Background: an optimization exercise with open tools, aiming at small area, a short achievable clock period and few clock cycles per item. Do not read the settings as production practice. In this exercise RTL edits were held to simulation tests only and were not proved equivalent to the original. Power figures rest on the tool's default switching activity, not on a simulated workload.

Setup of lane 2:
==> flow/design.v (excerpt) <==
module xoshiro_int8_noise_generator_unit (
  input  logic        clk,
  input  logic        rst_n,
  input  logic        cfg_valid,
  output logic        cfg_ready,
  input  logic [63:0] cfg_data,
  input  logic        in_tvalid,
  output logic        in_tready,
  input  logic [15:0] in_tdata,
  input  logic        in_tuser,
  output logic        out_tvalid,
  input  logic        out_tready,
  output logic [7:0]  out_tdata,
  output logic        out_tlast
);
Size: about 4700 cells after synthesis, roughly 0.042 sq mm of cells after synthesis.
==> flow/config.mk <==
export PLATFORM = sky130hd
export DESIGN_NAME = xoshiro_int8_noise_generator_unit
export DESIGN_NICKNAME = xoshiro_int8_noise_generator_unit
export VERILOG_FILES = /design/flow/design.v
export SDC_FILE = /design/flow/constraint.sdc
export NUM_CORES = 4
export LEC_CHECK = 0
export ABC_CLOCK_PERIOD_IN_PS = 3000
export CAP_MARGIN = 20
export CORE_MARGIN = 2
export CORE_UTILIZATION = 60
export SLEW_MARGIN = 20
==> flow/constraint.sdc <==
create_clock -name core_clock -period 11.0 [get_ports {clk}]
set_input_delay 2.2000 -clock core_clock [delete_from_list [all_inputs] [get_ports {clk}]]
set_output_delay 2.2000 -clock core_clock [all_outputs]
set_load 0.01 [all_outputs]
standard.sh (not shown) runs the stock make flow with config.mk's settings and CLKGATE_MAP_FILE= SYNTH_SCRIPT=/design/flow/synth_recipe.tcl, a recipe that flattens the netlist after the stock synthesis.
==> flow/flow/run.sh <==
#!/bin/bash
export SETUP_SLACK_MARGIN=7.7
export BUFFER_PORTS_ARGS="-buffer_cell sky130_fd_sc_hd__buf_4"
bash standard.sh > standard.log 2>&1
Testbench counts of lane 2, summed over its fixed seeds: cycles 19,903, bytes 16,560.
### lane 2 -> lane 4
--- a/flow/design.v
+++ b/flow/design.v
@@ -412,13 +412,13 @@
   logic [7:0]  q_stream;
   logic        in_rdy_r, cfg_rdy_r;
   logic        q_v_nxt, q_rs_nxt, rst_q;
   logic [3:0]  fin_oh, ld;
   logic [7:0]  nd;
   logic [15:0] dl_oh, dh_oh;
-  logic        f_init4, f_init5, xd2_add, xc2_r;
+  logic        f_init4, xd2_add, xc2_r;
   logic [6:0]  xf_d2;
   logic [63:0] x_top;
   logic [22:0] sum0;
   logic [22:0] sum1;
   logic [21:0] sum2;
   logic [63:0] base_r;
@@ -606,14 +606,14 @@
   );
   function automatic logic [63:0] xop(input logic [6:0] f, input logic [19:0] t);
     xop = ({64{f[6]}} & {44'd0, t}) | ({64{f[5]}} & {40'd0, t, 4'd0}) |
           ({64{f[4]}} & ~{44'd0, t}) | ({64{f[3]}} & ~{40'd0, t, 4'd0}) |
           ({64{f[2]}} & GAMMA_C) | ({64{f[1]}} & GAMMA_R) | ({64{f[0]}} & GAMMA);
   endfunction
-  assign xf     = {f_init, f_init2, f_rest, f_rest2, f_init3, f_rest3, f_seed};
-  assign x_add  = rs_go && (|xf);
+  assign xf     = {f_init, f_init2, f_rest, f_rest2, rs_start, f_rest3, f_seed};
+  assign x_add  = rs_start || (rs_go && (|xf));
   assign x_lo   = xop(xf, tb_r);
   assign x_hi   = xop(xf_d, tb_d);
   assign x_top  = xop(xf_d2, tb_d);
   assign sum0   = {1'b0, base_r[21:0]} + {1'b0, x_lo[21:0]};
   assign sum1   = {1'b0, base_r[42:22], 1'b1} + {1'b0, x_hi[42:22], xc_r};
   assign sum2   = {base_r[63:43], 1'b1} + {x_top[63:43], xc2_r};
@@ -641,13 +641,12 @@
       f_init2 <= 1'b0;
       f_rest <= 1'b0;
       f_rest2 <= 1'b0;
       f_rest3 <= 1'b0;
       f_init3 <= 1'b0;
       f_init4 <= 1'b0;
-      f_init5 <= 1'b0;
       f_seed <= 1'b0;
       f_ma   <= 1'b0;
       f_x27  <= 1'b0;
       f_mb   <= 1'b0;
       f_fin  <= 1'b0;
       fin_oh <= 4'd0;
@@ -666,15 +665,12 @@
         f_init3 <= 1'b1;
       end else if (f_init3) begin
         f_init3 <= 1'b0;
         f_init4 <= 1'b1;
       end else if (f_init4) begin
         f_init4 <= 1'b0;
-        f_init5 <= 1'b1;
-      end else if (f_init5) begin
-        f_init5 <= 1'b0;
         f_seed  <= 1'b1;
       end else if (f_seed) begin
         f_seed <= 1'b0;
         f_fin  <= 1'b0;
         f_ma   <= 1'b1;
       end else if (f_ma) begin
Notes after the runs:
- Lane 4: all stages complete, timing, DRC and antenna checks passed
- Of lane 2 and lane 4, the lower routing usage on met2 belongs to lane 4.
- Looking only at number of CTS-inserted buffers, and setting everything else aside, the lower value of lane 2 and lane 4 goes to lane 2.
- Clock power share ends up higher on lane 2.
- Post-synthesis compound-gate area fraction (lower): lane 2
- As of lane 4, power had risen slightly compared to lane 2.
- Compared with lane 2, lane 4 shows pre-CTS setup slack lower by 0.10 ns.
- Clock-buffer cell count in lane 4 is 4 above lane 2.
- Higher first-pass GRT wire length was reported by lane 4, not lane 2.
Testbench counts of lane 4, summed over its fixed seeds: cycles 19,855, bytes 16,560.

## static timing again, ports no longer ideal
The results above use ideal ports. As a check the final layouts listed here were re-extracted and re-timed, cells and wires unchanged. Step 1 (the two cells are an assumption about what drives the block):
set clk [get_ports {clk}]
set_driving_cell -lib_cell sky130_fd_sc_hd__clkbuf_16 $clk
set_driving_cell -lib_cell sky130_fd_sc_hd__buf_2 [delete_from_list [all_inputs] $clk]
Step 2, shift: input delay + t, output delay - t, t = (earliest + latest rising clock arrival at the registers) / 2. This alone moves slack from input paths to output paths. a / b / c = ideal / step 1 / step 2; a / b = the first two.
| run | t, ns | slack for setup (ns) | hold WS [ns] | worst register clock-pin slew, ns | cell pins on the clock port's net |
|---|---|---|---|---|---|
| lane 2 | 0.697 | 7.655 / 7.583 / 7.200 | 0.354 / 0.354 / 0.354 | 0.06 / 0.06 | 1 |
| lane 4 | 0.699 | 7.644 / 7.574 / 7.213 | 0.375 / 0.375 / 0.375 | 0.06 / 0.06 | 1 |
After both steps setup and hold are still met in every run listed. The setup slack of lane 2, which loses most, moves by -0.072 ns with the drivers and by -0.455 ns with both steps.
